This design comes from an exercise in tuning for a short achievable clock period and few clock cycles on the open sky130 flow, not from production work.
Where RTL was checked, it was by simulation tests only, not by an equivalence proof against the original.
No functional check of the RTL was part of run 4.
Power and IR drop assume default switching activity.

[design.v]
package cpu_isa_pkg;
  typedef enum logic [3:0] {
    NOP  = 4'h0,
    ADD  = 4'h1,
    SUB  = 4'h2,
    AND  = 4'h3,
    OR   = 4'h4,
    XOR  = 4'h5,
    LDI  = 4'h6,
    JMP  = 4'h7,
    JZ   = 4'h8,
    JNZ  = 4'h9,
    LD   = 4'ha,
    ST   = 4'hb,
    HALT = 4'hf
  } opcode_e;
  typedef enum logic [2:0] {
    ALU_ADD = 3'd0,
    ALU_SUB = 3'd1,
    ALU_AND = 3'd2,
    ALU_OR  = 3'd3,
    ALU_XOR = 3'd4,
    ALU_IMM = 3'd5
  } alu_op_e;
  typedef enum logic {
    SRC_ALU = 1'b0,
    SRC_BUS = 1'b1
  } wb_src_e;
  typedef struct packed {
    opcode_e               opcode;
    logic [4-1:0] rd;
    logic [4-1:0] ra;
    logic [4-1:0] rb;
  } instr_t;
  typedef struct packed {
    logic    reg_we;
    wb_src_e wb_src;
    alu_op_e alu_op;
    logic    flag_load;
    logic    fetch_en;
    logic    branch_take;
    logic    bus_start;
    logic    bus_we;
  } ctrl_t;
endpackage
package cpu_bus_pkg;
  typedef struct packed {
    logic                  cyc;
    logic                  stb;
    logic                  we;
    logic [16-1:0] adr;
    logic [16-1:0] dat;
  } wb_req_t;
  typedef struct packed {
    logic                   ack;
    logic [16-1:0] dat;
  } wb_rsp_t;
endpackage
module cpu_fetch
(
  input  logic                 clk,
  input  logic                 reset,
  input  logic                 hold,
  input  logic                 redirect,
  input  logic [10-1:0] redirect_pc,
  input  logic                 take,
  input  logic [10-1:0] target,
  output logic [10-1:0] pc,
  output logic [10-1:0] pc_inc
);
  logic [10-1:0] pc_nxt;
  assign pc_inc = pc + 1'b1;
  always_comb
  begin
    if (redirect)
      pc_nxt = redirect_pc;
    else if (take)
      pc_nxt = target;
    else
      pc_nxt = pc_inc;
  end
  always_ff @(posedge clk or posedge reset)
  begin
    if (reset)
      pc <= '0;
    else if (!hold)
      pc <= pc_nxt;
  end
endmodule
module cpu_regfile
(
  input  logic                   clk,
  input  logic                   reset,
  input  logic                   we,
  input  logic [4-1:0]  wa,
  input  logic [16-1:0] wdata,
  input  logic [4-1:0]  ra1,
  input  logic [4-1:0]  ra2,
  output logic [16-1:0] rd1,
  output logic [16-1:0] rd2
);
  localparam int NREGS = 1 << 4;
  logic [16-1:0] regs [1:NREGS-1];
  always_ff @(posedge clk or posedge reset)
  begin
    if (reset)
    begin
      for (int i = 1; i < NREGS; i++)
        regs[i] <= '0;
    end
    else
    begin
      for (int i = 1; i < NREGS; i++)
        if (we && wa == i)
          regs[i] <= wdata;
    end
  end
  always_comb
  begin
    rd1 = '0;
    rd2 = '0;
    for (int i = 1; i < NREGS; i++)
    begin
      if (ra1 == i)
        rd1 = regs[i];
      if (ra2 == i)
        rd2 = regs[i];
    end
  end
endmodule
module cpu_alu
(
  input  logic [4:0]             op,
  input  logic [16-1:0] a,
  input  logic [16-1:0] b,
  output logic [16-1:0] y,
  output logic                   zero
);
  logic                   sub;
  logic [16-1:0] bb;
  logic [16-1:0] sum;
  logic                   z_sum;
  assign sub = op[1];
  assign bb  = sub ? ~b : b;
  assign sum = a + bb + {{(16-1){1'b0}}, sub};
  always_comb
  begin
    if (op[2])
      y = a & b;
    else if (op[3])
      y = a | b;
    else if (op[4])
      y = a ^ b;
    else
      y = sum;
  end
  assign z_sum = ((a ^ bb) == {a[16-2:0] | bb[16-2:0], sub});
  always_comb
  begin
    if (op[2])
      zero = ((a & b) == '0);
    else if (op[3])
      zero = ((a | b) == '0);
    else if (op[4])
      zero = (a == b);
    else
      zero = z_sum;
  end
endmodule
module cpu_io_master
(
  input  logic                   clk,
  input  logic                   reset,
  input  logic                   start,
  input  logic                   start_we,
  input  logic [16-1:0]  adr,
  input  logic [16-1:0] wdata,
  input  logic                   wb_ack_i,
  output logic                   wb_cyc_o,
  output logic                   wb_stb_o,
  output logic                   wb_we_o,
  output logic [16-1:0]  wb_adr_o,
  output logic [16-1:0] wb_dat_o,
  output logic                   stall
);
  logic                   cyc_q;
  logic                   we_q;
  logic [16-1:0]  adr_q;
  logic [16-1:0] dat_q;
  assign stall = cyc_q && !wb_ack_i;
  always_ff @(posedge clk or posedge reset)
  begin
    if (reset)
      cyc_q <= 1'b0;
    else if (!stall)
      cyc_q <= start;
  end
  always_ff @(posedge clk)
  begin
    if (!stall && start)
    begin
      we_q  <= start_we;
      adr_q <= adr;
      dat_q <= wdata;
    end
  end
  assign wb_cyc_o = cyc_q;
  assign wb_stb_o = cyc_q;
  assign wb_we_o  = we_q;
  assign wb_adr_o = adr_q;
  assign wb_dat_o = dat_q;
endmodule
module cpu_control
(
  input  logic                    clk,
  input  logic                    reset,
  input  logic [16-1:0] instr_word,
  input  logic [10-1:0]    pc_inc,
  input  logic                    stall,
  input  logic                    e_zero,
  output logic                    f_take,
  output logic                    redirect,
  output logic [10-1:0]    redirect_pc,
  output logic [16-1:0] ir_o,
  output logic                    d_ldi,
  output logic                    bus_start,
  output logic                    bus_we,
  output logic [4:0]              e_op,
  output logic                    e_we,
  output logic [4-1:0]   e_rd,
  output logic                    e_ld,
  output logic                    halted
);
  cpu_isa_pkg::instr_t f_ins;
  cpu_isa_pkg::instr_t ir;
  assign f_ins = instr_word;
  assign ir_o  = ir;
  logic                 v_d;
  logic                 pred_d;
  logic [10-1:0] pcp1_d;
  logic                 e_sf;
  logic                 flag_q;
  logic                 flag_now;
  logic d_alu;
  logic d_ld;
  logic d_st;
  logic d_halt;
  logic d_jz;
  logic d_jnz;
  logic d_sf;
  logic d_take;
  assign flag_now = e_sf ? e_zero : flag_q;
  assign d_alu  = (ir.opcode == cpu_isa_pkg::ADD) || (ir.opcode == cpu_isa_pkg::SUB) ||
                  (ir.opcode == cpu_isa_pkg::AND) || (ir.opcode == cpu_isa_pkg::OR)  ||
                  (ir.opcode == cpu_isa_pkg::XOR);
  assign d_ldi  = (ir.opcode == cpu_isa_pkg::LDI);
  assign d_ld   = (ir.opcode == cpu_isa_pkg::LD);
  assign d_st   = (ir.opcode == cpu_isa_pkg::ST);
  assign d_halt = (ir.opcode == cpu_isa_pkg::HALT);
  assign d_jz   = (ir.opcode == cpu_isa_pkg::JZ);
  assign d_jnz  = (ir.opcode == cpu_isa_pkg::JNZ);
  assign d_sf   = v_d && d_alu;
  always_comb
  begin
    case (f_ins.opcode)
      cpu_isa_pkg::JMP: f_take = 1'b1;
      cpu_isa_pkg::JZ:  f_take = !d_sf && flag_now;
      cpu_isa_pkg::JNZ: f_take = d_sf || !flag_now;
      default:          f_take = 1'b0;
    endcase
  end
  assign d_take      = d_jz ? flag_now : !flag_now;
  assign redirect    = v_d && (d_jz || d_jnz) && (d_take != pred_d);
  assign redirect_pc = d_take ? ir[10-1:0] : pcp1_d;
  assign bus_start = v_d && (d_ld || d_st);
  assign bus_we    = d_st;
  always_ff @(posedge clk or posedge reset)
  begin
    if (reset)
    begin
      v_d    <= 1'b0;
      ir     <= '0;
      pred_d <= 1'b0;
      pcp1_d <= '0;
      e_op   <= '0;
      e_we   <= 1'b0;
      e_sf   <= 1'b0;
      e_ld   <= 1'b0;
      e_rd   <= '0;
      halted <= 1'b0;
    end
    else if (!stall)
    begin
      v_d    <= !(redirect || (v_d && d_halt) || halted);
      ir     <= f_ins;
      pred_d <= f_take;
      pcp1_d <= pc_inc;
      e_op   <= {ir.opcode == cpu_isa_pkg::XOR, ir.opcode == cpu_isa_pkg::OR,
                 ir.opcode == cpu_isa_pkg::AND, ir.opcode == cpu_isa_pkg::SUB,
                 ir.opcode == cpu_isa_pkg::ADD || d_ldi};
      e_we   <= v_d && (d_alu || d_ldi || d_ld) && (ir.rd != '0);
      e_sf   <= d_sf;
      e_ld   <= v_d && d_ld;
      e_rd   <= ir.rd;
      halted <= halted || (v_d && d_halt);
    end
  end
  always_ff @(posedge clk or posedge reset)
  begin
    if (reset)
      flag_q <= 1'b0;
    else if (e_sf)
      flag_q <= e_zero;
  end
endmodule
module cpu_top
(
  input  logic                   clk,
  input  logic                   reset,
  input  logic [16-1:0] instr_word,
  output logic [10-1:0]   iaddr,
  input  logic                   wb_ack_i,
  input  logic [16-1:0] wb_dat_i,
  output logic                   wb_cyc_o,
  output logic                   wb_stb_o,
  output logic                   wb_we_o,
  output logic [16-1:0]  wb_adr_o,
  output logic [16-1:0] wb_dat_o,
  output logic                   halted
);
  cpu_isa_pkg::instr_t    ir;
  logic [10-1:0]   pc_inc;
  logic                   stall;
  logic                   f_take;
  logic                   redirect;
  logic [10-1:0]   redirect_pc;
  logic                   d_ldi;
  logic                   bus_start;
  logic                   bus_we;
  logic [4:0]             e_op;
  logic                   e_we;
  logic [4-1:0]  e_rd;
  logic                   e_ld;
  logic                   e_zero;
  logic [16-1:0] e_y;
  logic [16-1:0] e_wdata;
  logic [16-1:0] rf_a;
  logic [16-1:0] rf_b;
  logic [16-1:0] fw_a;
  logic [16-1:0] fw_b;
  logic [16-1:0] a_q;
  logic [16-1:0] b_q;
  cpu_fetch u_fetch (
    .clk         (clk),
    .reset       (reset),
    .hold        (stall),
    .redirect    (redirect),
    .redirect_pc (redirect_pc),
    .take        (f_take),
    .target      (instr_word[10-1:0]),
    .pc          (iaddr),
    .pc_inc      (pc_inc)
  );
  cpu_control u_control (
    .clk         (clk),
    .reset       (reset),
    .instr_word  (instr_word),
    .pc_inc      (pc_inc),
    .stall       (stall),
    .e_zero      (e_zero),
    .f_take      (f_take),
    .redirect    (redirect),
    .redirect_pc (redirect_pc),
    .ir_o        (ir),
    .d_ldi       (d_ldi),
    .bus_start   (bus_start),
    .bus_we      (bus_we),
    .e_op        (e_op),
    .e_we        (e_we),
    .e_rd        (e_rd),
    .e_ld        (e_ld),
    .halted      (halted)
  );
  assign e_wdata = e_ld ? wb_dat_i : e_y;
  cpu_regfile u_regfile (
    .clk   (clk),
    .reset (reset),
    .we    (e_we),
    .wa    (e_rd),
    .wdata (e_wdata),
    .ra1   (ir.ra),
    .ra2   (ir.rb),
    .rd1   (rf_a),
    .rd2   (rf_b)
  );
  assign fw_a = (e_we && e_rd == ir.ra) ? e_wdata : rf_a;
  assign fw_b = (e_we && e_rd == ir.rb) ? e_wdata : rf_b;
  always_ff @(posedge clk)
  begin
    a_q <= d_ldi ? '0 : fw_a;
    b_q <= d_ldi ? {{(16-8){ir.ra[3]}}, ir.ra, ir.rb} : fw_b;
  end
  cpu_alu u_alu (
    .op   (e_op),
    .a    (a_q),
    .b    (b_q),
    .y    (e_y),
    .zero (e_zero)
  );
  cpu_io_master u_io_master (
    .clk      (clk),
    .reset    (reset),
    .start    (bus_start),
    .start_we (bus_we),
    .adr      (fw_b),
    .wdata    (fw_a),
    .wb_ack_i (wb_ack_i),
    .wb_cyc_o (wb_cyc_o),
    .wb_stb_o (wb_stb_o),
    .wb_we_o  (wb_we_o),
    .wb_adr_o (wb_adr_o),
    .wb_dat_o (wb_dat_o),
    .stall    (stall)
  );
endmodule
[run.sh]
#!/bin/bash
# synth_recipe.tcl (not shown) runs the flow's synth.tcl, then flattens the netlist and writes it again
# the make line also repeats each setting of config.mk as NAME=value (left out here)
make -C /OpenROAD-flow-scripts/flow DESIGN_CONFIG=/design/flow/config.mk WORK_HOME=/design/flow/orfs CLKGATE_MAP_FILE= SYNTH_SCRIPT=/design/flow/synth_recipe.tcl finish
[config.mk]
export PLATFORM = sky130hd
export DESIGN_NAME = cpu_top
export DESIGN_NICKNAME = cpu_top
export VERILOG_FILES = /design/flow/design.v
export SDC_FILE = /design/flow/constraint.sdc
export NUM_CORES = 4
export LEC_CHECK = 0
export ABC_CLOCK_PERIOD_IN_PS = 2000
export CAP_MARGIN = 20
export CORE_MARGIN = 2
export CORE_UTILIZATION = 40
export SETUP_SLACK_MARGIN = 5
export SLEW_MARGIN = 20
export TNS_END_PERCENT = 100
[constraint.sdc]
create_clock -name core_clock -period 7.0 [get_ports {clk}]
set_input_delay 1.4000 -clock core_clock [delete_from_list [all_inputs] [get_ports {clk}]]
set_output_delay 1.4000 -clock core_clock [all_outputs]
set_load 0.01 [all_outputs]
==> qor.csv, run 1 <==
stage,metric,value,unit
status,outcome,no timing/DRC/antenna violations,
clock_tree,cts_tree,yes,
sta,timing.final.setup_violations,0,
setup_path,worst_r2r_endpoint,u_io_master.dat_q[13]$_DFFE_PP_,
synth,synth_flop_cell,dfrtp_1,
sta,layout_min_cycle_time,3480,ps
power_and_ir_drop,p_total,7.76,mW
global_route,grt_pass1_wl,125000,um
clock_tree,ctsHtreeMaxLevel,2,
clock_tree,cts_made_buffers,41,
place,routabilityCongestion,0.907,
setup_path,crit_required,7420,ps
detailed_routing,dr.pass1.iters,6,
setup_path,ff2ff_path_depth,14,
sta,hold_viol,0,
global_route,antenna_found_initial,1,
sta,post-route-period-util,0.497,
clock_tree,clk_path_buf_depth,3,
sta,fin_setup_tns,0,ps
clock_tree,clk_pin_slew,70,ps
clock_tree,worstSkewPairLatency,610,ps
global_route,gr-total-overflow,0,
finish,final_net_count,2631,
detailed_routing,drtAntennaViolNets,0,
synth,syn-num-nets,2460,
setup_path,crit_chain,buf_12 -> xor2_4 -> buf_4 -> ha_4 -> or2_4 -> or3_4 -> o22ai_4 -> buf_6 -> nor3b_4 -> o41ai_4 -> a211oi_4 -> nor2_2 -> nor2_1 -> a31oi_1,
setup_path,r2r_start,u_control.e_op[1]$_DFFE_PP0N_,
setup_path,endpoint_kind,flop,
synth,syn_area,20800,um^2
setup_path,worstSetupStartpointType,flop,
global_route,grt_use_met3,0.0489,
place,hpwl,53200,um
detailed_routing,vias_per_cell,6.23,
detailed_routing,wire_per_inst,26.6,um
synth,synth_area_per_cell,8.79,um^2
sta,drv_slew,0,
min_path,whs_endpoint,u_control.pcp1_d[1]$_DFFE_PP0N_,
global_route,busiest_layer,met2,
global_route,grt_max_degree,80,
floorplanning,fp-row-count,83,
sta,fmax,287,MHz
power_and_ir_drop,p_per_area,276,nW/um^2
detailed_routing,route.detailed.drc,0,
floorplanning,die_x,232,um
min_path,holdPathStages,2,
power_and_ir_drop,power.leakage,12.0,nW
floorplanning,core-area,51300,um^2
power_and_ir_drop,peakVddDrop,138,uV
synth,synth-edff-count,33,
global_route,track_usage,0.309,
place,port_buffers,80,
clock_tree,cts_hold_repair.buffers,0,
synth,ys_seq_area_frac,0.430,
global_route,grt_pass1_vias,19137,
clock_tree,cts.sinks,357,
floorplanning,io_pins,81,
finish,layout-drive-gt1-share,0.309,
min_path,min_from,u_control.pcp1_d[1]$_DFFE_PP0N_,
synth,syn_inst,2363,
setup_path,regToRegSetupSlack,3520,ps
setup_path,cp_top_family,compound AO/OA/AOI/OAI gates,
sta,whs,471,ps
sta,clock_skew,38.8,ps
setup_path,slowest_stage,dfrtp_2,
setup_path,max_stage_delay,500,ps
min_path,hp-class,flop to flop,
detailed_routing,num_vias,20246,
floorplanning,dieArea,53800,um^2
setup_path,crit_type,flop to flop,
setup_path,cp.arrival,3900,ps
detailed_routing,wl,86300,um
synth,synth_seq_cells,357,
job,cap_violations,0,
synth,yosys_warnings,7,
finish,area_growth,35.1,%
sta,tightest_slew,1230,ps
clock_tree,root_buffer,clkbuf_16,
detailed_routing,drt_iter0_markers,2187,
setup_path,worst-path-buf-inv,3,
sta,rsz0062_at_grt,true,
setup_path,path_max_fanout,7,
global_route,grt_use_met1,0.415,
synth,synthArstFlopShare,0.818,
synth,synth_cell_types,85,
sta,maxSlewHeadroom,0.180,
global_route,use_met2,0.483,
floorplanning,initial_core_util,0.405,
floorplanning,die_h,232,um
[worst max path at each step]
| stage | startpoint | endpoint | slack (ps) | cells after the start |
|---|---|---|---|---|
| after global routing | u_control.e_op[1]$_DFFE_PP0N_ | u_io_master.dat_q[13]$_DFFE_PP_ | 3440 | 14 |
| after global placement | u_control.e_op[1]$_DFFE_PP0N_ | u_io_master.adr_q[13]$_DFFE_PP_ | 2890 | 13 |
| after detailed placement | u_control.e_op[1]$_DFFE_PP0N_ | u_io_master.dat_q[15]$_DFFE_PP_ | 2950 | 13 |
| after CTS | u_control.e_op[1]$_DFFE_PP0N_ | u_fetch.pc[5]$_DFFE_PP0N_ | 3590 | 14 |
| final | u_control.e_op[1]$_DFFE_PP0N_ | u_io_master.dat_q[13]$_DFFE_PP_ | 3520 | 14 |
| after floorplan | reset | u_control.e_ld$_DFFE_PP0N_ | 1720 | 1 |
[flip-flops by register name (all words and copies together) (netlist names), 4 cells and up]
register	cells
u_regfile.regs	240
a_q	16
b_q	16
u_control.ir	16
u_io_master.adr_q	16
u_io_master.dat_q	16
u_control.pcp1_d	10
u_fetch.pc	10
u_control.e_op	4
u_control.e_rd	4
[cells in the mapped netlist, drive strengths merged, types with 9 or more instances]
cell / number / area share
a211o: 9 / 0.0038
a211oi: 30 / 0.011
a21oi: 106 / 0.026
a221o: 9 / 0.0043
a221oi: 26 / 0.011
a22o: 10 / 0.0042
a22oi: 27 / 0.0098
a2bb2oi: 9 / 0.0038
a31oi: 18 / 0.0054
and2: 15 / 0.0045
buf: 44 / 0.011
clkbuf: 151 / 0.027
dfrtp: 292 / 0.35
dfxtp: 32 / 0.031
edfxtp: 33 / 0.048
ha: 61 / 0.037
inv: 73 / 0.013
mux2: 36 / 0.020
mux2i: 61 / 0.029
mux4: 19 / 0.021
nand2: 436 / 0.079
nand2b: 25 / 0.0075
nand3: 56 / 0.013
nand4: 10 / 0.0030
nor2: 111 / 0.020
nor2b: 32 / 0.0096
nor3: 29 / 0.0070
nor4: 15 / 0.0048
o211ai: 13 / 0.0054
o21ai: 331 / 0.080
o221ai: 17 / 0.0072
o22ai: 24 / 0.0072
o31ai: 24 / 0.0087
xnor2: 17 / 0.0081
xor2: 42 / 0.018
[logic make-up after synthesis]
logic type,after synthesis,share of synthesized area
simple gates,771,0.164
fa+ha+maj,62,0.0377
mux,116,0.0695
flops,357,0.430
xor+xnor,61,0.0280
compound gates,727,0.219
buf+inv,269,0.0518
[per-layer routing]
metal,wire (um),vias to the layer above
met5,0,-
met2,39000,1170
met4,4640,0
li1,-,8805
met1,34500,9983
met3,8240,288
[cells in the final DEF, fill, tap and decap left out, types with 30 or more instances in the layout]
master,n
buf_2,32
buf_6,56
a21oi_1,81
mux2i_1,53
nand2_1,429
buf_12,31
dfrtp_1,278
ha_1,45
buf_4,136
o21ai_2,137
o21ai_0,105
nand3_1,49
clkbuf_16,52
edfxtp_1,33
nor2_1,101
inv_1,64
clkdlybuf4s50_1,32
dfxtp_1,30
o21ai_1,82
[repair_timing]
item / in CTS / in global routing
buffers inserted: 106 / 61
gates cloned: 11 / 11
gates resized for setup: 418 / 332
pin swaps: 45 / 104
setup endpoints to repair: 721 / 565
hold endpoints to repair: 0 / 0
[metrics by stage]
stage,util,cell area (um^2),setup slack (ps),std cells
3_3_place_gp,0.437,22400,2890,2981
3_5_place_dp,0.437,22400,2950,2982
5_1_grt,0.547,28100,3440,3247
6_report,0.547,28100,3520,3248
4_1_cts,0.505,25900,3590,3175
2_1_floorplan,-,21300,1720,2363
[layout make-up]
type / count / area [um^2]
clock inverters: 24 / 267
diodes: 1 / 2.50
repair buffers: 323 / 3600
fillers: 4507 / 23200
multi-input cells: 1737 / 13000
inverters: 74 / 293
well taps: 680 / 851
clock buffers: 52 / 1130
flip-flops and latches: 357 / 8970
[worst min-delay path, cell delays in order, from the launching register on]
cell	delay, ps
dfrtp_1	340
nand2_1	50
nand2_1	50
[where the power goes]
group / total [mW] / switching (mW) / internal [mW]
sequential: 2.39 / 0.152 / 2.23
combinational: 3.10 / 1.69 / 1.41
clock: 2.27 / 0.967 / 1.30
Testbench counts, summed over its fixed seeds: cycles 41,768.
==> run 2: changes to the inputs <==
--- a/config.mk
+++ b/config.mk
@@ -7,3 +7,2 @@
 export LEC_CHECK = 0
-export ABC_CLOCK_PERIOD_IN_PS = 2000
 export CAP_MARGIN = 20
@@ -11,4 +10,2 @@
 export CORE_UTILIZATION = 40
-export SETUP_SLACK_MARGIN = 5
 export SLEW_MARGIN = 20
-export TNS_END_PERCENT = 100
==> run 2 against run 1 <==
Net effect:
- still clean
- fmax is 20% lower
- total power decreased by 20%
- worst hold slack better by 3.9 ps
- highest routed layer unchanged
==> qor.csv, run 2 <==
stage,metric,value,unit
status,outcome,no timing/DRC/antenna violations,
global_route,grt_use_met1,0.374,
detailed_routing,dr.pass1.iters,7,
setup_path,crit_type,flop to flop,
finish,largest_reg_flops,240,
synth,syn_inst,2363,
detailed_routing,drtAntennaViolNets,0,
sta,tightest_slew,1170,ps
floorplanning,initial_core_util,0.405,
setup_path,crit_required,7440,ps
sta,timing.final.setup_violations,0,
synth,yosys_warnings,7,
finish,top_register,u_regfile.regs,
sta,drv_slew,0,
global_route,antenna_found_initial,1,
place,hpwl,51200,um
global_route,grt_pass1_wl,113000,um
synth,yosysTopAreaCell,dfrtp_1,
finish,layout-drive-gt1-share,0.0909,
synth,synth_area_leaders,"dfrtp_1, o21ai_0, nand2_1",
clock_tree,cts_made_buffers,41,
sta,hold_viol,0,
sta,clock_skew,38.3,ps
global_route,use_met2,0.434,
synth,synth_top_area_share,0.352,
sta,post-route-period-util,0.623,
place,routabilityCongestion,0.897,
sta,maxSlewHeadroom,0.216,
global_route,gr-total-overflow,0,
clock_tree,clk_path_buf_depth,3,
finish,final_net_count,2442,
power_and_ir_drop,power.leakage,10.3,nW
clock_tree,cts_resized,0,
clock_tree,cts_hold_repair.buffers,0,
job,cap_violations,0,
power_and_ir_drop,p_per_area,266,nW/um^2
synth,synth_cell_types,85,
synth,synth_flop_cell,dfrtp_1,
synth,syn-num-nets,2460,
setup_path,crit_chain,buf_4 -> xor2_1 -> inv_1 -> ha_1 -> xnor2_1 -> or4_1 -> nor4_2 -> a311o_2 -> nand2_4 -> xnor3_2 -> nor2_1 -> nor4_1 -> a211o_1,
detailed_routing,wl,73700,um
synth,synth_area_per_cell,8.79,um^2
finish,diodes,0,
clock_tree,root_buffer,clkbuf_16,
setup_path,max_stage_delay,690,ps
clock_tree,ctsHtreeMaxLevel,2,
global_route,grt_use_met3,0.0449,
clock_tree,worstSkewPairLatency,590,ps
detailed_routing,drt_iter0_markers,2080,
sta,rsz0062_at_grt,false,
detailed_routing,wire_per_inst,24.1,um
setup_path,cp.arrival,4800,ps
global_route,busiest_layer,met2,
sta,fmax,229,MHz
global_route,grt_max_degree,161,
finish,area_growth,12.8,%
setup_path,worstSetupStartpointType,flop,
synth,synth.most_common_cell,nand2_1,
place,port_buffers,80,
floorplanning,die_x,232,um
synth,ys_seq_area_frac,0.430,
detailed_routing,route.detailed.drc,0,
floorplanning,fp-row-count,83,
finish,final_cell_mix,"nand2_1, o21ai_0, dfrtp_1",
floorplanning,io_pins,81,
sta,fin_setup_tns,0,ps
detailed_routing,vias_per_cell,6.03,
place,pre_cts_ws,2710,ps
finish,final_common_cell,nand2_1,
synth,synth_seq_cells,357,
floorplanning,dieArea,53800,um^2
min_path,hp-class,flop to flop,
clock_tree,clk_pin_slew,60,ps
sta,layout_min_cycle_time,4360,ps
setup_path,worst-path-buf-inv,2,
synth,synth-edff-count,33,
sta,layout_setup_ws,2640,ps
global_route,track_usage,0.274,
floorplanning,core-area,51300,um^2
floorplanning,die_h,232,um
synth,synthArstFlopShare,0.818,
setup_path,path_max_fanout,19,
setup_path,slowest_stage,nor2_1,
clock_tree,cts_tree,yes,
clock_tree,cts.sinks,357,
synth,syn_area,20800,um^2
power_and_ir_drop,peakVddDrop,151,uV
detailed_routing,num_vias,18419,
global_route,grt_pass1_vias,17690,
synth,yosys-top-cells-count,"nand2_1, o21ai_0, dfrtp_1, clkbuf_1, nor2_1",
clock_tree,post_cts.repair.setup_buffers,0,
setup_path,endpoint_kind,flop,
setup_path,cp_top_family,simple AND/OR/NAND/NOR gates,
run 2: cell type report:
cell class / instances / area [um^2]
fill: 5004 / 27900
multi-input combinational: 1737 / 10800
sequential: 357 / 8950
timing repair buffer: 134 / 1220
clock buffer: 60 / 1200
tap: 680 / 851
inverter: 74 / 282
clock inverter: 14 / 123
run 2: metrics by stage:
stage | util | total power [mW] | area (um^2) | cells | hold WS, ps
4_1_cts | 0.457 | 6.24 | 23400 | 3056 | 475
5_1_grt | 0.457 | 6.49 | 23400 | 3056 | 484
6_report | 0.457 | 6.24 | 23400 | 3056 | 475
2_1_floorplan | - | 3.41 | 20800 | 2363 | 438
3_5_place_dp | 0.431 | 4.07 | 22100 | 2982 | 460
3_3_place_gp | 0.431 | 4.06 | 22100 | 2982 | 456
run 2: worst paths after layout:
path                                            startpoint                               end  slack, ps  depth (start not counted)
setup / recovery             u_control.e_op[1]$_DFFE_PP0N_         u_fetch.pc[3]$_DFFE_PP0N_       2640                         13
hold / removal             u_control.pcp1_d[1]$_DFFE_PP0N_   u_control.pcp1_d[1]$_DFFE_PP0N_        480                          2
setup reg to reg             u_control.e_op[1]$_DFFE_PP0N_         u_fetch.pc[3]$_DFFE_PP0N_       2640                         13
hold reg to reg            u_control.pcp1_d[1]$_DFFE_PP0N_   u_control.pcp1_d[1]$_DFFE_PP0N_        480                          2
max in group asynchronous                            reset       u_control.ir[0]$_DFFE_PP0N_       4440                          4
min in group asynchronous                            reset  u_regfile.regs[2][4]$_DFFE_PP0P_       1130                          2
run 2: per-layer routing:
| layer | vias to the layer above | part of all wire |
|---|---|---|
| li1 | 8377 | - |
| met1 | 9113 | 0.43 |
| met2 | 782 | 0.46 |
| met3 | 147 | 0.072 |
| met4 | 0 | 0.036 |
| met5 | - | 0 |
run 2: cell families after synthesis:
| logic type | share of synthesized area |
|---|---|
| AO/OA/AOI/OAI | 0.219 |
| flip-flops | 0.430 |
| XOR/XNOR | 0.0280 |
| AND/OR/NAND/NOR | 0.164 |
| adder cells (fa/ha/maj) | 0.0377 |
| multiplexers | 0.0695 |
| buffers and inverters | 0.0518 |
run 2: worst register-to-register path, cell delays in order (launching register included):
cell	delay, ps
dfrtp_1	330
buf_4	330
xor2_1	240
inv_1	60
ha_1	360
xnor2_1	150
or4_1	450
nor4_2	360
a311o_2	320
nand2_4	120
xnor3_2	400
nor2_1	690
nor4_1	140
a211o_1	310
run 2: where the power goes:
group / total, mW / internal (mW) / switching [mW]
registers: 2.40 / 2.23 / 0.170
clock network: 2.17 / 1.26 / 0.905
logic: 1.67 / 0.598 / 1.07
total: 6.24 / 4.09 / 2.15
==> run 3: changes to the inputs <==
--- a/config.mk
+++ b/config.mk
@@ -7,5 +7,9 @@
 export LEC_CHECK = 0
+export ABC_CLOCK_PERIOD_IN_PS = 1000
 export CAP_MARGIN = 20
 export CORE_MARGIN = 2
-export CORE_UTILIZATION = 40
+export CORE_UTILIZATION = 55
+export PLACE_DENSITY = 0.7
+export SETUP_SLACK_MARGIN = 5
 export SLEW_MARGIN = 20
+export TNS_END_PERCENT = 100
==> run 3 against run 2 <==
Net effect:
- highest routed layer unchanged
- count of clock-buffer cells in the layout unchanged
- critical path type unchanged
- die area fell by 27%
- sequential share of layout area shrank 6.6 points
- sequential cell count is the same
- worst setup slack better by 810 ps
- clock power is 4% lower
- design area grew 21%
==> qor.csv, run 3 <==
stage,metric,value,unit
status,outcome,no timing/DRC/antenna violations,
synth,synth_top_area_share,0.352,
synth,synthArstFlopShare,0.818,
global_route,grt_pass1_vias,19973,
setup_path,max_stage_delay,440,ps
power_and_ir_drop,pwr-share-clk,0.268,
global_route,grt_pass1_wl,124000,um
place,port_buffers,80,
setup_path,path_max_fanout,8,
synth,synth_cell_types,85,
sta,maxSlewHeadroom,0.225,
synth,synth-simple-area-share,0.164,
sta,layout_min_cycle_time,3550,ps
setup_path,crit_type,flop to flop,
power_and_ir_drop,power.leakage,12.3,nW
finish,fin_cells,3103,
power_and_ir_drop,sw_frac_of_total,0.364,
sta,tightest_slew,1160,ps
synth,synth_compound_area_frac,0.219,
clock_tree,clk_pin_slew,60,ps
job,cap_violations,0,
power_and_ir_drop,p_comb_frac,0.422,
detailed_routing,num_vias,21299,
synth,synth_mux_area_frac,0.0695,
power_and_ir_drop,peakVddDrop,219,uV
floorplanning,die_h,198,um
synth,synth-edff-count,33,
detailed_routing,wire_per_inst,27.9,um
setup_path,cp.arrival,4010,ps
finish,top_register,u_regfile.regs,
global_route,grt_max_degree,97,
clock_tree,cts_hold_repair.buffers,0,
setup_path,worstSetupStartpointType,flop,
synth,synth.most_common_cell,nand2_1,
floorplanning,dieArea,39400,um^2
synth,synth_xor_area_frac,0.0280,
clock_tree,root_buffer,clkbuf_16,
finish,layout-drive-gt1-share,0.337,
finish,final_cell_mix,"nand2_1, dfrtp_1, o21ai_2",
global_route,gr-total-overflow,0,
sta,fin_setup_tns,0,ps
clock_tree,worstSkewPairLatency,580,ps
synth,synth_flop_cell,dfrtp_1,
floorplanning,initial_core_util,0.556,
place,dp_cells,2813,
synth,synth_area_per_cell,8.79,um^2
synth,yosysTopAreaCell,dfrtp_1,
finish,largest_reg_flops,240,
place,routabilityCongestion,0.966,
detailed_routing,route.detailed.drc,0,
clock_tree,cts_tree,yes,
floorplanning,io_pins,81,
global_route,antenna_found_initial,2,
min_path,hp-class,flop to flop,
setup_path,slowest_stage,dfrtp_2,
sta,timing.final.setup_violations,0,
setup_path,worst-path-buf-inv,3,
place,hpwl,49800,um
detailed_routing,drt_iter0_markers,2877,
global_route,track_usage,0.422,
synth,syn-num-nets,2460,
setup_path,crit_chain,buf_12 -> xor2_4 -> inv_2 -> ha_4 -> xnor2_1 -> or4_4 -> nor4_4 -> a311o_2 -> nand2_4 -> xnor2_4 -> buf_6 -> mux2i_2 -> a2111o_1 -> o221a_2,
synth,syn_area,20800,um^2
detailed_routing,vias_per_cell,6.86,
sta,post-route-period-util,0.507,
setup_path,cp_top_family,simple AND/OR/NAND/NOR gates,
power_and_ir_drop,p_per_area,272,nW/um^2
sta,rsz0062_at_grt,true,
clock_tree,cts.sinks,357,
power_and_ir_drop,p_seq_frac,0.309,
detailed_routing,dr.pass1.iters,10,
clock_tree,ctsHtreeMaxLevel,2,
synth,ys_seq_area_frac,0.430,
synth,synth_seq_cells,357,
synth,syn_inst,2363,
setup_path,endpoint_kind,flop,
synth,synth_area_leaders,"dfrtp_1, o21ai_0, nand2_1",
sta,fmax,282,MHz
sta,drv_slew,0,
finish,area_growth,37.0,%
detailed_routing,wl,86500,um
synth,synth_top_family_by_area,compound AO/OA/AOI/OAI gates,
floorplanning,die_x,198,um
floorplanning,fp-row-count,71,
setup_path,crit_required,7460,ps
synth,yosys_warnings,7,
floorplanning,core-area,37400,um^2
power_and_ir_drop,switchingPower,2.81,mW
detailed_routing,drtAntennaViolNets,0,
power_and_ir_drop,p_int,4.93,mW
clock_tree,clk_path_buf_depth,3,
finish,final_net_count,2660,
synth,yosys-top-cells-count,"nand2_1, o21ai_0, dfrtp_1, clkbuf_1, nor2_1",
sta,hold_viol,0,
finish,final_common_cell,nand2_1,
sta,clock_skew,23.6,ps
clock_tree,cts_made_buffers,40,
synth,synth-adder-area-share,0.0377,
run 3: layout make-up:
type | count | area (um^2)
timing repair inverter | 1 | 5.00
fill | 2501 | 8940
antenna | 1 | 2.50
inverter | 74 | 293
clock buffer | 60 | 1210
multi-input combinational | 1737 | 13200
tap | 511 | 639
timing repair buffer | 352 | 4090
clock inverter | 10 | 61.3
sequential | 357 | 8980
run 3: worst paths after layout:
check,from,to,slack (ps),depth (start not counted)
worst min register to register,u_control.ir[10]$_DFFE_PP0N_,u_control.e_rd[2]$_DFFE_PP0N_,490,2
worst max-delay path,u_control.e_op[1]$_DFFE_PP0N_,u_fetch.pc[2]$_DFFE_PP0N_,3450,14
max in group asynchronous,reset,u_regfile.regs[14][5]$_DFFE_PP0P_,4990,5
worst max register to register,u_control.e_op[1]$_DFFE_PP0N_,u_fetch.pc[2]$_DFFE_PP0N_,3450,14
worst min-delay path,u_control.ir[10]$_DFFE_PP0N_,u_control.e_rd[2]$_DFFE_PP0N_,490,2
min in group asynchronous,reset,u_control.e_op[2]$_DFFE_PP0N_,1310,2
run 3: logic make-up after synthesis:
kind of cell / after synthesis
flops: 357
simple gates: 771
compound gates: 727
xor+xnor: 61
mux: 116
fa+ha+maj: 62
buf+inv: 269
run 3: worst register-to-register path, stage by stage, from the launching register on:
cell      delay [ps]
dfrtp_2          440
buf_12           180
xor2_4           180
inv_2             60
ha_4             220
xnor2_1          120
or4_4            430
nor4_4           330
a311o_2          350
nand2_4          120
xnor2_4          170
buf_6            180
mux2i_2          160
a2111o_1         370
o221a_2          130
run 3: power by group through the flow:
stage               sequential [mW]  combinational, mW  clock [mW]
CTS                            2.38               2.58        2.08
detailed placement             2.44               1.68           0
finish                         2.39               3.27        2.08
global placement               2.44               1.67           0
global route                   2.40               3.37        2.16
floorplan                      2.38               1.26           0
run 3: what timing repair did:
action | in CTS | in global routing
pin swaps | 75 | 78
endpoints found under the setup margin | 684 | 565
buffers inserted | 144 | 44
cloned | 21 | 10
gates resized for setup | 550 | 299
run 3: through the flow:
step	total power [mW]	hold slack, ps	setup slack, ps	instance area [um^2]	util
2_1_floorplan	3.63	438	1720	21300	-
3_3_place_gp	4.11	459	3150	22200	0.593
3_5_place_dp	4.13	473	3020	22200	0.593
4_1_cts	7.04	477	3530	26500	0.709
5_1_grt	7.94	514	3370	28500	0.761
6_report	7.74	491	3450	28500	0.761
run 3: per-layer routing:
layer  GRT usage  vias to the layer above  routed length [um]
met2       0.644                     1634               38000
met3       0.122                      481               11100
met5           0                        -                   0
li1            -                     8899                   -
met1       0.550                    10285               31600
met4       0.210                        0                5760
==> run 4: changes to the inputs <==
--- a/design.v
+++ b/design.v
@@ -133,36 +133,65 @@
   input  logic [4:0]             op,
+  input  logic                   inv,
+  input  logic                   d_inv,
   input  logic [16-1:0] a,
   input  logic [16-1:0] b,
+  input  logic [16-1:0] ld,
   output logic [16-1:0] y,
+  output logic [16-1:0] y_inv,
   output logic                   zero
 );
-  logic                   sub;
-  logic [16-1:0] bb;
-  logic [16-1:0] sum;
-  logic                   z_sum;
-  assign sub = op[1];
-  assign bb  = sub ? ~b : b;
-  assign sum = a + bb + {{(16-1){1'b0}}, sub};
+  localparam int W = 16;
+  logic [W-1:0] p;
+  logic [W-1:0] g;
+  logic [W-1:0] gg [0:4];
+  logic [W-1:0] pp [0:4];
+  logic [W-1:0] c;
+  logic [W-1:0] lg;
+  assign p = a ^ b;
+  assign g = a & b;
+  assign gg[0] = g;
+  assign pp[0] = p;
+  for (genvar l = 0; l < 4; l++)
+  begin : g_lvl
+    for (genvar i = 0; i < W; i++)
+    begin : g_bit
+      if (i >= (1 << l))
+      begin : g_comb
+        assign gg[l+1][i] = gg[l][i] | (pp[l][i] & gg[l][i-(1<<l)]);
+        assign pp[l+1][i] = pp[l][i] & pp[l][i-(1<<l)];
+      end
+      else
+      begin : g_pass
+        assign gg[l+1][i] = gg[l][i];
+        assign pp[l+1][i] = pp[l][i];
+      end
+    end
+  end
+  assign c = {gg[4][W-2:0], 1'b0};
   always_comb
   begin
+    lg = '0;
+    if (op[1])
+      lg = a & b;
     if (op[2])
-      y = a & b;
-    else if (op[3])
-      y = a | b;
-    else if (op[4])
-      y = a ^ b;
-    else
-      y = sum;
+      lg = a | b;
+    if (op[3])
+      lg = p;
+    if (op[4])
+      lg = ld;
   end
-  assign z_sum = ((a ^ bb) == {a[16-2:0] | bb[16-2:0], sub});
+  assign y     = op[0] ? ((p ^ {W{inv}}) ^ c) : lg;
+  assign y_inv = op[0] ? ((p ^ {W{inv ^ d_inv}}) ^ c) : (lg ^ {W{d_inv}});
   always_comb
   begin
-    if (op[2])
+    if (op[1])
       zero = ((a & b) == '0);
-    else if (op[3])
+    else if (op[2])
       zero = ((a | b) == '0);
-    else if (op[4])
-      zero = (a == b);
+    else if (op[3])
+      zero = (p == '0);
+    else if (inv)
+      zero = (p == '1);
     else
-      zero = z_sum;
+      zero = (p == {a[W-2:0] | b[W-2:0], 1'b0});
   end
@@ -225,2 +254,3 @@
   output logic                    d_ldi,
+  output logic                    d_sub,
   output logic                    bus_start,
@@ -228,2 +258,3 @@
   output logic [4:0]              e_op,
+  output logic                    e_inv,
   output logic                    e_we,
@@ -256,2 +287,3 @@
   assign d_ldi  = (ir.opcode == cpu_isa_pkg::LDI);
+  assign d_sub  = (ir.opcode == cpu_isa_pkg::SUB);
   assign d_ld   = (ir.opcode == cpu_isa_pkg::LD);
@@ -284,3 +316,2 @@
       pcp1_d <= '0;
-      e_op   <= '0;
       e_we   <= 1'b0;
@@ -288,3 +319,2 @@
       e_ld   <= 1'b0;
-      e_rd   <= '0;
       halted <= 1'b0;
@@ -297,5 +327,2 @@
       pcp1_d <= pc_inc;
-      e_op   <= {ir.opcode == cpu_isa_pkg::XOR, ir.opcode == cpu_isa_pkg::OR,
-                 ir.opcode == cpu_isa_pkg::AND, ir.opcode == cpu_isa_pkg::SUB,
-                 ir.opcode == cpu_isa_pkg::ADD || d_ldi};
       e_we   <= v_d && (d_alu || d_ldi || d_ld) && (ir.rd != '0);
@@ -303,3 +330,2 @@
       e_ld   <= v_d && d_ld;
-      e_rd   <= ir.rd;
       halted <= halted || (v_d && d_halt);
@@ -307,2 +333,13 @@
   end
+  always_ff @(posedge clk)
+  begin
+    if (!stall)
+    begin
+      e_op  <= {d_ld, ir.opcode == cpu_isa_pkg::XOR, ir.opcode == cpu_isa_pkg::OR,
+                ir.opcode == cpu_isa_pkg::AND,
+                ir.opcode == cpu_isa_pkg::ADD || d_sub || d_ldi};
+      e_inv <= d_sub;
+      e_rd  <= ir.rd;
+    end
+  end
   always_ff @(posedge clk or posedge reset)
@@ -337,2 +374,3 @@
   logic                   d_ldi;
+  logic                   d_sub;
   logic                   bus_start;
@@ -340,2 +378,3 @@
   logic [4:0]             e_op;
+  logic                   e_inv;
   logic                   e_we;
@@ -345,7 +384,14 @@
   logic [16-1:0] e_y;
-  logic [16-1:0] e_wdata;
+  logic [16-1:0] e_y_inv;
+  logic                   w_we;
+  logic [4-1:0]  w_rd;
+  logic [16-1:0] w_y;
   logic [16-1:0] rf_a;
   logic [16-1:0] rf_b;
-  logic [16-1:0] fw_a;
-  logic [16-1:0] fw_b;
+  logic [16-1:0] ea;
+  logic [16-1:0] eb;
+  logic                   fe_a;
+  logic                   fe_b;
+  logic [16-1:0] a_n;
+  logic [16-1:0] b_n;
   logic [16-1:0] a_q;
@@ -375,2 +421,3 @@
     .d_ldi       (d_ldi),
+    .d_sub       (d_sub),
     .bus_start   (bus_start),
@@ -378,2 +425,3 @@
     .e_op        (e_op),
+    .e_inv       (e_inv),
     .e_we        (e_we),
@@ -383,3 +431,14 @@
   );
-  assign e_wdata = e_ld ? wb_dat_i : e_y;
+  always_ff @(posedge clk or posedge reset)
+  begin
+    if (reset)
+      w_we <= 1'b0;
+    else
+      w_we <= e_we && !stall;
+  end
+  always_ff @(posedge clk)
+  begin
+    w_rd <= e_rd;
+    w_y  <= e_y;
+  end
   cpu_regfile u_regfile (
@@ -387,5 +446,5 @@
     .reset (reset),
-    .we    (e_we),
-    .wa    (e_rd),
-    .wdata (e_wdata),
+    .we    (w_we),
+    .wa    (w_rd),
+    .wdata (w_y),
     .ra1   (ir.ra),
@@ -395,15 +454,31 @@
   );
-  assign fw_a = (e_we && e_rd == ir.ra) ? e_wdata : rf_a;
-  assign fw_b = (e_we && e_rd == ir.rb) ? e_wdata : rf_b;
+  always_comb
+  begin
+    ea = (w_we && w_rd == ir.ra) ? w_y : rf_a;
+    eb = (w_we && w_rd == ir.rb) ? w_y : rf_b;
+    if (d_ldi)
+    begin
+      ea = '0;
+      eb = {{(16-8){ir.ra[3]}}, ir.ra, ir.rb};
+    end
+  end
+  assign fe_a = e_we && (e_rd == ir.ra) && !d_ldi;
+  assign fe_b = e_we && (e_rd == ir.rb) && !d_ldi;
+  assign a_n = fe_a ? e_y_inv : (ea ^ {16{d_sub}});
+  assign b_n = fe_b ? e_y : eb;
   always_ff @(posedge clk)
   begin
-    a_q <= d_ldi ? '0 : fw_a;
-    b_q <= d_ldi ? {{(16-8){ir.ra[3]}}, ir.ra, ir.rb} : fw_b;
+    a_q <= a_n;
+    b_q <= b_n;
   end
   cpu_alu u_alu (
-    .op   (e_op),
-    .a    (a_q),
-    .b    (b_q),
-    .y    (e_y),
-    .zero (e_zero)
+    .op    (e_op),
+    .inv   (e_inv),
+    .d_inv (d_sub),
+    .a     (a_q),
+    .b     (b_q),
+    .ld    (wb_dat_i),
+    .y     (e_y),
+    .y_inv (e_y_inv),
+    .zero  (e_zero)
   );
@@ -414,4 +489,4 @@
     .start_we (bus_we),
-    .adr      (fw_b),
-    .wdata    (fw_a),
+    .adr      (b_n),
+    .wdata    (a_n),
     .wb_ack_i (wb_ack_i),
--- a/config.mk
+++ b/config.mk
@@ -7,7 +7,6 @@
 export LEC_CHECK = 0
-export ABC_CLOCK_PERIOD_IN_PS = 1000
+export ABC_CLOCK_PERIOD_IN_PS = 2000
 export CAP_MARGIN = 20
 export CORE_MARGIN = 2
-export CORE_UTILIZATION = 55
-export PLACE_DENSITY = 0.7
+export CORE_UTILIZATION = 40
 export SETUP_SLACK_MARGIN = 5
==> run 4 against run 3 <==
Net effect:
- still clean on timing, DRC and antenna
- wire length grew 2.5%
- total power grew 48%
- worst hold slack lost 42 ps
- critical endpoint is now u_fetch.pc[6]$_DFFE_PP0N_
==> qor.csv, run 4 <==
stage,metric,value,unit
synth,synth_flop_cell,dfrtp_1,
setup_path,crit_required,7450,ps
power_and_ir_drop,sw_frac_of_total,0.400,
power_and_ir_drop,pwr-share-clk,0.208,
min_path,min_from,u_control.e_rd[0]$_DFFE_PN_,
power_and_ir_drop,p_int,6.86,mW
synth,synth-edff-count,43,
place,place_area,22800,um^2
finish,final_net_count,2440,
detailed_routing,drt_iter0_markers,2708,
finish,fin_cells,3096,
sta,clock_skew,23.2,ps
finish,area_growth,36.7,%
sta,post-route-period-util,0.477,
clock_tree,cts_tree,yes,
finish,stdcell_area,28900,um^2
floorplanning,die_x,234,um
clock_tree,cts.sinks,379,
setup_path,max_stage_delay,440,ps
place,routabilityCongestion,0.974,
floorplanning,fp-row-count,84,
setup_path,endpoint_kind,flop,
synth,ys_seq_area_frac,0.446,
global_route,grt_max_degree,71,
floorplanning,core-area,52400,um^2
place,pre_cts_ws,2930,ps
place,port_buffers,80,
sta,hold_viol,0,
sta,whs,450,ps
setup_path,crit_type,flop to flop,
sta,fin_setup_tns,0,ps
power_and_ir_drop,p_comb_frac,0.444,
floorplanning,die_h,234,um
clock_tree,cts_made_buffers,46,
setup_path,ff2ff_path_depth,13,
floorplanning,io_pins,81,
global_route,antenna_found_initial,3,
clock_tree,clk_path_buf_depth,3,
setup_path,path_max_fanout,7,
global_route,gr-total-overflow,0,
power_and_ir_drop,p_total,11.4,mW
synth,synth.most_common_cell,dfrtp_1,
setup_path,slowest_stage,ha_1,
setup_path,regToRegSetupSlack,3660,ps
synth,syn_area,21200,um^2
finish,final_cell_mix,"dfrtp_1, mux2_2, buf_4",
clock_tree,ctsHtreeMaxLevel,2,
setup_path,startpoint,b_q[12]$_DFF_P_,
synth,syn-num-nets,2190,
detailed_routing,wire_per_inst,28.6,um
finish,largest_reg_flops,240,
setup_path,worstSetupStartpointType,flop,
setup_path,crit_chain,inv_1 -> ha_1 -> xor2_1 -> a22o_1 -> nor4_2 -> o2111a_1 -> a31oi_4 -> mux2i_2 -> or2_4 -> buf_8 -> mux2i_4 -> a2bb2oi_2 -> o221ai_2,
finish,final_common_cell,dfrtp_1,
synth,synth_seq_cells,379,
power_and_ir_drop,p_per_area,396,nW/um^2
sta,rsz0062_at_grt,true,
finish,top_register,u_regfile.regs,
power_and_ir_drop,power.leakage,12.3,nW
detailed_routing,route.detailed.drc,0,
floorplanning,initial_core_util,0.403,
synth,synthArstFlopShare,0.749,
global_route,grt_pass1_vias,19246,
setup_path,worst_r2r_endpoint,u_fetch.pc[6]$_DFFE_PP0N_,
job,cap_violations,0,
sta,maxSlewHeadroom,0.340,
detailed_routing,num_vias,20131,
detailed_routing,drtAntennaViolNets,0,
synth,yosys_warnings,9,
power_and_ir_drop,p_seq_frac,0.348,
detailed_routing,dr.pass1.iters,8,
synth,synth_area_leaders,"dfrtp_1, mux2_2, edfxtp_1",
synth,syn_inst,2122,
sta,fmax,299,MHz
min_path,hp-class,flop to flop,
sta,tightest_slew,989,ps
finish,fin_util,0.551,
sta,layout_min_cycle_time,3340,ps
setup_path,cp.arrival,3790,ps
clock_tree,worstSkewPairLatency,600,ps
place,dp_cells,2763,
synth,yosys-top-cells-count,"dfrtp_1, mux2_2, nand2_1, nor2_1, a21oi_1",
clock_tree,root_buffer,clkbuf_16,
power_and_ir_drop,switchingPower,4.58,mW
synth,yosysTopAreaCell,dfrtp_1,
global_route,track_usage,0.314,
sta,layout_setup_ws,3660,ps
synth,synth_cell_types,80,
setup_path,r2r_start,b_q[12]$_DFF_P_,
clock_tree,clk_pin_slew,60,ps
status,outcome,no timing/DRC/antenna violations,
place,hpwl,50800,um
global_route,grt_pass1_wl,128000,um
synth,synth_top_area_share,0.336,
detailed_routing,vias_per_cell,6.50,
synth,synth_area_per_cell,9.97,um^2
sta,timing.final.setup_violations,0,
finish,layout-drive-gt1-share,0.424,
sta,drv_slew,0,
detailed_routing,wl,88700,um
power_and_ir_drop,peakVddDrop,181,uV
floorplanning,dieArea,54800,um^2
setup_path,endpoint,u_fetch.pc[6]$_DFFE_PP0N_,
-- run 4: timing repair --
item,4_1_cts,5_1_grt
resized for setup,579,175
setup endpoints to repair,496,353
hold buffers,0,0
gates cloned,16,5
setup buffers,176,52
pin swaps,145,101
-- run 4: worst min-delay path by stage --
| stage | end | depth (start not counted) | slack, ps |
|---|---|---|---|
| final | w_rd[0]$_DFF_P_ | 0 | 450 |
| after floorplan | w_rd[0]$_DFF_P_ | 0 | 410 |
| after global placement | w_rd[0]$_DFF_P_ | 0 | 440 |
| after CTS | w_rd[0]$_DFF_P_ | 0 | 450 |
| after global routing | w_rd[0]$_DFF_P_ | 0 | 470 |
| after detailed placement | w_rd[0]$_DFF_P_ | 0 | 420 |
-- run 4: area by class of cell --
type / instances / area, um^2
clock buffers: 71 / 1360
inverters: 63 / 288
multi-input cells: 1505 / 12700
well taps: 688 / 861
clock inverters: 11 / 108
repair inverters: 4 / 46.3
repair buffers: 373 / 4090
flip-flops and latches: 379 / 9480
diodes: 2 / 5.00
fillers: 4334 / 23500
-- run 4: worst max-delay path: cells and delay by family (launching register included) --
family / cells / cell delay [ps]
buffers and inverters: 2 / 200
XOR/XNOR: 1 / 390
AO/OA/AOI/OAI: 5 / 950
flip-flops: 1 / 350
multiplexers: 2 / 560
AND/OR/NAND/NOR: 2 / 280
adder cells (fa/ha/maj): 1 / 440
-- run 4: cells by family (layout without fill, tap and decap cells) --
logic type                 count (synthesis)  count (layout)  synth area share
AOI/OAI and AO/OA                        579             579             0.182
xor gates and xnor gates                  68              68            0.0281
adders and majority gates                 33              33            0.0195
buffers and inverters                    238             522            0.0443
DFF                                      379             379             0.446
muxes                                    327             327             0.174
other                                      0               2                 0
and+or+nand+nor                          498             498             0.106
-- run 4: power groups by stage --
stage               sequential [mW]  combinational (mW)  clock (mW)
finish                         3.98                5.08        2.38
floorplan                      3.50                2.82           0
global route                   4.04                5.35        2.50
global placement               3.92                3.56           0
CTS                            3.88                4.57        2.40
detailed placement             3.94                3.60           0
-- run 4: routing by layer --
metal	vias to the layer above	routed length, um	global-route usage
met1	9963	34700	0.416
li1	8321	-	-
met4	4	5710	0.183
met2	1455	38600	0.468
met3	388	9620	0.0745
met5	-	23	0
==> run 5: changes to the inputs <==
--- a/design.v
+++ b/design.v
@@ -133,4 +133,4 @@
   input  logic [4:0]             op,
+  input  logic                   cin,
   input  logic                   inv,
-  input  logic                   d_inv,
   input  logic [16-1:0] a,
@@ -147,3 +147,5 @@
   logic [W-1:0] pp [0:4];
-  logic [W-1:0] c;
+  logic [W:0]   c;
+  logic [W-1:0] sum;
+  logic [W-1:0] sum_inv;
   logic [W-1:0] lg;
@@ -151,3 +153,3 @@
   assign g = a & b;
-  assign gg[0] = g;
+  assign gg[0] = {g[W-1:1], g[0] | (p[0] & cin)};
   assign pp[0] = p;
@@ -169,3 +171,5 @@
   end
-  assign c = {gg[4][W-2:0], 1'b0};
+  assign c       = {gg[4], cin};
+  assign sum     = p ^ c[W-1:0];
+  assign sum_inv = (p ^ {W{inv}}) ^ c[W-1:0];
   always_comb
@@ -182,4 +186,4 @@
   end
-  assign y     = op[0] ? ((p ^ {W{inv}}) ^ c) : lg;
-  assign y_inv = op[0] ? ((p ^ {W{inv ^ d_inv}}) ^ c) : (lg ^ {W{d_inv}});
+  assign y     = op[0] ? sum : lg;
+  assign y_inv = op[0] ? sum_inv : (lg ^ {W{inv}});
   always_comb
@@ -192,6 +196,4 @@
       zero = (p == '0);
-    else if (inv)
-      zero = (p == '1);
     else
-      zero = (p == {a[W-2:0] | b[W-2:0], 1'b0});
+      zero = (p == {a[W-2:0] | b[W-2:0], cin});
   end
@@ -258,3 +260,3 @@
   output logic [4:0]              e_op,
-  output logic                    e_inv,
+  output logic                    e_cin,
   output logic                    e_we,
@@ -316,2 +318,4 @@
       pcp1_d <= '0;
+      e_op   <= '0;
+      e_cin  <= 1'b0;
       e_we   <= 1'b0;
@@ -319,2 +323,3 @@
       e_ld   <= 1'b0;
+      e_rd   <= '0;
       halted <= 1'b0;
@@ -327,2 +332,6 @@
       pcp1_d <= pc_inc;
+      e_op   <= {d_ld, ir.opcode == cpu_isa_pkg::XOR, ir.opcode == cpu_isa_pkg::OR,
+                 ir.opcode == cpu_isa_pkg::AND,
+                 ir.opcode == cpu_isa_pkg::ADD || d_sub || d_ldi};
+      e_cin  <= d_sub;
       e_we   <= v_d && (d_alu || d_ldi || d_ld) && (ir.rd != '0);
@@ -330,2 +339,3 @@
       e_ld   <= v_d && d_ld;
+      e_rd   <= ir.rd;
       halted <= halted || (v_d && d_halt);
@@ -333,13 +343,2 @@
   end
-  always_ff @(posedge clk)
-  begin
-    if (!stall)
-    begin
-      e_op  <= {d_ld, ir.opcode == cpu_isa_pkg::XOR, ir.opcode == cpu_isa_pkg::OR,
-                ir.opcode == cpu_isa_pkg::AND,
-                ir.opcode == cpu_isa_pkg::ADD || d_sub || d_ldi};
-      e_inv <= d_sub;
-      e_rd  <= ir.rd;
-    end
-  end
   always_ff @(posedge clk or posedge reset)
@@ -378,3 +377,3 @@
   logic [4:0]             e_op;
-  logic                   e_inv;
+  logic                   e_cin;
   logic                   e_we;
@@ -396,2 +395,3 @@
   logic [16-1:0] b_n;
+  logic [16-1:0] adr_n;
   logic [16-1:0] a_q;
@@ -425,3 +425,3 @@
     .e_op        (e_op),
-    .e_inv       (e_inv),
+    .e_cin       (e_cin),
     .e_we        (e_we),
@@ -466,4 +466,5 @@
   assign fe_b = e_we && (e_rd == ir.rb) && !d_ldi;
-  assign a_n = fe_a ? e_y_inv : (ea ^ {16{d_sub}});
-  assign b_n = fe_b ? e_y : eb;
+  assign a_n   = fe_a ? e_y : ea;
+  assign adr_n = fe_b ? e_y : eb;
+  assign b_n   = fe_b ? e_y_inv : (eb ^ {16{d_sub}});
   always_ff @(posedge clk)
@@ -475,4 +476,4 @@
     .op    (e_op),
-    .inv   (e_inv),
-    .d_inv (d_sub),
+    .cin   (e_cin),
+    .inv   (d_sub),
     .a     (a_q),
@@ -489,3 +490,3 @@
     .start_we (bus_we),
-    .adr      (b_n),
+    .adr      (adr_n),
     .wdata    (a_n),
--- a/config.mk
+++ b/config.mk
@@ -11,3 +11,3 @@
 export CORE_UTILIZATION = 40
-export SETUP_SLACK_MARGIN = 5
+export SETUP_SLACK_MARGIN = 4.2
 export SLEW_MARGIN = 20
==> run 5 against run 4 <==
Net effect:
- still clean
- wire length decreased by 6.6%
- worst hold slack improved by 9.1 ps
- critical path depth decreased by 2
- clock skew decreased by 4.1 ps
- worst setup slack improved by 450 ps
- clock power increased by 2%
- fmax increased by 16%
- sequential share of layout area increased by 3.1 points
- register-to-register slack improved by 450 ps
- first-iteration DRC count decreased by 28%
- largest cell class unchanged
==> qor.csv, run 5 <==
stage,metric,value,unit
setup_path,crit_chain,inv_2 -> fa_2 -> and2b_1 -> nand4_1 -> nor4_4 -> buf_4 -> o21a_2 -> o21ai_0 -> and4_1 -> nor3_1 -> a221o_1,
synth,ys_seq_area_frac,0.435,
sta,drv_slew,0,
sta,layout_setup_ws,4110,ps
power_and_ir_drop,p_seq_frac,0.380,
power_and_ir_drop,peakVddDrop,159,uV
sta,post-route-period-util,0.413,
sta,maxSlewHeadroom,0.401,
global_route,gr-total-overflow,0,
synth,syn-num-nets,2200,
synth,synth_cell_types,98,
finish,area_growth,21.6,%
min_path,hp-class,flop to flop,
detailed_routing,wire_per_inst,28.0,um
setup_path,ff2ff_path_depth,11,
detailed_routing,drtAntennaViolNets,0,
power_and_ir_drop,sw_frac_of_total,0.388,
synth,syn_area,21600,um^2
power_and_ir_drop,p_int,6.16,mW
global_route,grt_pass1_vias,18311,
place,place_area,23000,um^2
synth,synth_compound_area_frac,0.178,
finish,final_cell_mix,"dfrtp_1, mux2_2, nand2_1",
finish,largest_reg_flops,240,
finish,layout-drive-gt1-share,0.298,
setup_path,endpoint_kind,flop,
floorplanning,core-area,53600,um^2
clock_tree,clk_pin_slew,60,ps
setup_path,max_stage_delay,450,ps
synth,yosys_warnings,9,
setup_path,regToRegSetupSlack,4110,ps
floorplanning,initial_core_util,0.403,
synth,syn_inst,2130,
setup_path,cp.arrival,3360,ps
detailed_routing,route.detailed.drc,0,
global_route,grt_pass1_wl,123000,um
synth,synth_xor_area_frac,0.0247,
clock_tree,root_buffer,clkbuf_16,
detailed_routing,topRoutingLayerUsed,met5,
finish,final_common_cell,dfrtp_1,
setup_path,path_max_fanout,5,
finish,fin_util,0.490,
synth,synth.most_common_cell,dfrtp_1,
place,port_buffers,80,
synth,synth_area_leaders,"dfrtp_1, mux2_2, dfxtp_1",
setup_path,slowest_stage,dfrtp_2,
sta,whs,459,ps
global_route,antenna_found_initial,2,
global_route,track_usage,0.291,
status,outcome,no timing/DRC/antenna violations,
detailed_routing,vias_per_cell,6.35,
sta,fmax,346,MHz
finish,final_net_count,2296,
synth,synth_flop_cell,dfrtp_1,
setup_path,r2r_start,u_control.e_cin$_DFFE_PP0N_,
floorplanning,fp-row-count,85,
floorplanning,die_h,236,um
power_and_ir_drop,switchingPower,3.91,mW
floorplanning,dieArea,55800,um^2
synth,yosys-top-cells-count,"dfrtp_1, mux2_2, nand2_1, nor2_1",
finish,stdcell_area,26300,um^2
sta,fin_setup_tns,0,ps
detailed_routing,wl_met1,34000,um
setup_path,worst_r2r_endpoint,u_fetch.pc[3]$_DFFE_PP0N_,
power_and_ir_drop,power.leakage,11.2,nW
place,dp_cells,2789,
setup_path,worstSetupStartpointType,flop,
floorplanning,die_x,236,um
synth,synth_seq_cells,379,
setup_path,crit_required,7470,ps
power_and_ir_drop,p_total,10.1,mW
finish,fin_cells,2954,
detailed_routing,wl_met2,37000,um
job,cap_violations,0,
power_and_ir_drop,p_comb_frac,0.379,
finish,diodes,0,
global_route,grt_max_degree,162,
power_and_ir_drop,pwr-share-clk,0.241,
clock_tree,cts_hold_repair.buffers,0,
synth,synthArstFlopShare,0.776,
finish,top_register,u_regfile.regs,
synth,synth_top_family_by_area,compound AO/OA/AOI/OAI gates,
place,routabilityCongestion,1.03,
sta,timing.final.setup_violations,0,
detailed_routing,wl_met3,7500,um
place,hpwl,54600,um
sta,rsz0062_at_grt,true,
clock_tree,ctsHtreeMaxLevel,2,
detailed_routing,drt_iter0_markers,1960,
clock_tree,cts.sinks,379,
setup_path,endpoint,u_fetch.pc[3]$_DFFE_PP0N_,
clock_tree,clk_path_buf_depth,3,
detailed_routing,num_vias,18772,
power_and_ir_drop,p_per_area,384,nW/um^2
setup_path,crit_type,flop to flop,
synth,yosysTopAreaCell,dfrtp_1,
sta,clock_skew,19.1,ps
clock_tree,worstSkewPairLatency,590,ps
detailed_routing,wl,82800,um
setup_path,startpoint,u_control.e_cin$_DFFE_PP0N_,
synth,synth_mux_area_frac,0.172,
place,pre_cts_ws,3270,ps
sta,hold_viol,0,
clock_tree,cts_made_buffers,43,
synth,synth-adder-area-share,0.0210,
sta,tightest_slew,899,ps
sta,layout_min_cycle_time,2890,ps
synth,synth-simple-area-share,0.120,
detailed_routing,dr.pass1.iters,8,
synth,synth-edff-count,33,
synth,synth_area_per_cell,10.1,um^2
floorplanning,io_pins,81,
clock_tree,cts_tree,yes,
synth,synth_top_area_share,0.341,
==> run 5: changes by cell type after synthesis, sizes merged, moves of 17 or more <==
cell,delta
nor3,+17
nand2,+24
xnor2,-17
nor2,-48
a21oi,-56
==> run 5: worst min path at each step <==
stage / startpoint / to / slack [ps] / cells after the start
2_1_floorplan: u_control.e_rd[3]$_DFFE_PP0N_ / w_rd[3]$_DFF_P_ / 420 / 0
3_3_place_gp: u_control.e_rd[0]$_DFFE_PP0N_ / w_rd[0]$_DFF_P_ / 440 / 0
3_5_place_dp: u_control.e_rd[0]$_DFFE_PP0N_ / w_rd[0]$_DFF_P_ / 440 / 0
4_1_cts: u_control.e_rd[0]$_DFFE_PP0N_ / w_rd[0]$_DFF_P_ / 460 / 0
5_1_grt: u_control.e_rd[2]$_DFFE_PP0N_ / w_rd[2]$_DFF_P_ / 490 / 0
6_report: u_control.e_rd[1]$_DFFE_PP0N_ / w_rd[1]$_DFF_P_ / 460 / 0
==> run 5: logic make-up after synthesis <==
group | count (synthesis)
AOI/OAI and AO/OA | 552
and+or+nand+nor | 536
buffers and inverters | 248
DFF | 379
xor gates and xnor gates | 61
adders and majority gates | 35
muxes | 319
==> run 5: power groups by stage <==
stage	clock network, mW	logic [mW]	registers [mW]
after floorplan	0	2.36	3.40
after global placement	0	3.07	3.83
after detailed placement	0	3.10	3.84
after CTS	2.45	3.50	3.76
after global routing	2.55	4.07	3.90
final	2.42	3.82	3.83
==> run 5: layout make-up <==
cell class / count / area, um^2
clock buffer: 56 / 1250
clock inverter: 21 / 258
fill: 4909 / 27400
inverter: 76 / 300
multi-input combinational: 1506 / 12100
sequential: 379 / 9420
tap: 696 / 871
timing repair buffer: 219 / 2060
timing repair inverter: 1 / 5.00
==> run 5: timing repair <==
action | in CTS | in global routing
gates resized for setup | 191 | 82
pin swaps | 29 | 40
setup endpoints to repair | 383 | 75
buffers inserted | 58 | 23
cloned | 4 | 2
==> run 5: per-layer routing <==
layer | global-route usage | up-vias
li1 | - | 8038
met1 | 0.389 | 9370
met2 | 0.452 | 1083
met3 | 0.0630 | 277
met4 | 0.132 | 4
met5 | 0 | -
==> run 5: critical path, delay by kind of cell (launching register included) <==
family	cells	cell delay (ps)
buffers and inverters	2	250
AO/OA/AOI/OAI	3	910
flip-flops	1	450
adder cells (fa/ha/maj)	1	420
AND/OR/NAND/NOR	5	750
Testbench counts of run 5, summed over its fixed seeds: cycles 41,768.

what the ideal ports hide:
How much do the figures lean on ideal ports? The routed layouts below were timed once more, with nothing changed but the port constraints.
Step 1 assumes that a clkbuf_16 drives the clock port and a buf_2 every other input.
Step 2 times the ports against the registers' clock, not the clock port: input delays grow and output delays shrink by t, the midpoint of the rising clock arrivals with the driver on.
Three values: ideal ports, drivers, drivers and shift; two values: the first two.
| run | shift t [ns] | slack for setup (ns) | worst hold slack (ns) | slew at the worst register clock pin (ns) | worst slew at a driven data input, ns |
|---|---|---|---|---|---|
| run 1 | 0.645 | 3.520 / 3.520 / 3.101 | 0.471 / 0.471 / 0.471 | 0.07 / 0.07 | 0.05 |
| run 2 | 0.621 | 2.641 / 2.641 / 2.641 | 0.475 / 0.475 / 0.475 | 0.07 / 0.07 | 0.06 |
| run 3 | 0.629 | 3.450 / 3.450 / 3.380 | 0.491 / 0.491 / 0.491 | 0.07 / 0.07 | 0.07 |
| run 4 | 0.652 | 3.659 / 3.659 / 3.288 | 0.450 / 0.450 / 0.450 | 0.06 / 0.06 | 0.05 |
| run 5 | 0.638 | 4.108 / 4.108 / 3.553 | 0.459 / 0.459 / 0.459 | 0.07 / 0.07 | 0.06 |
After both steps every run listed still meets setup and hold. The setup slack of run 5, which loses most, moves by 0.000 ns with the drivers and by -0.555 ns with both steps.
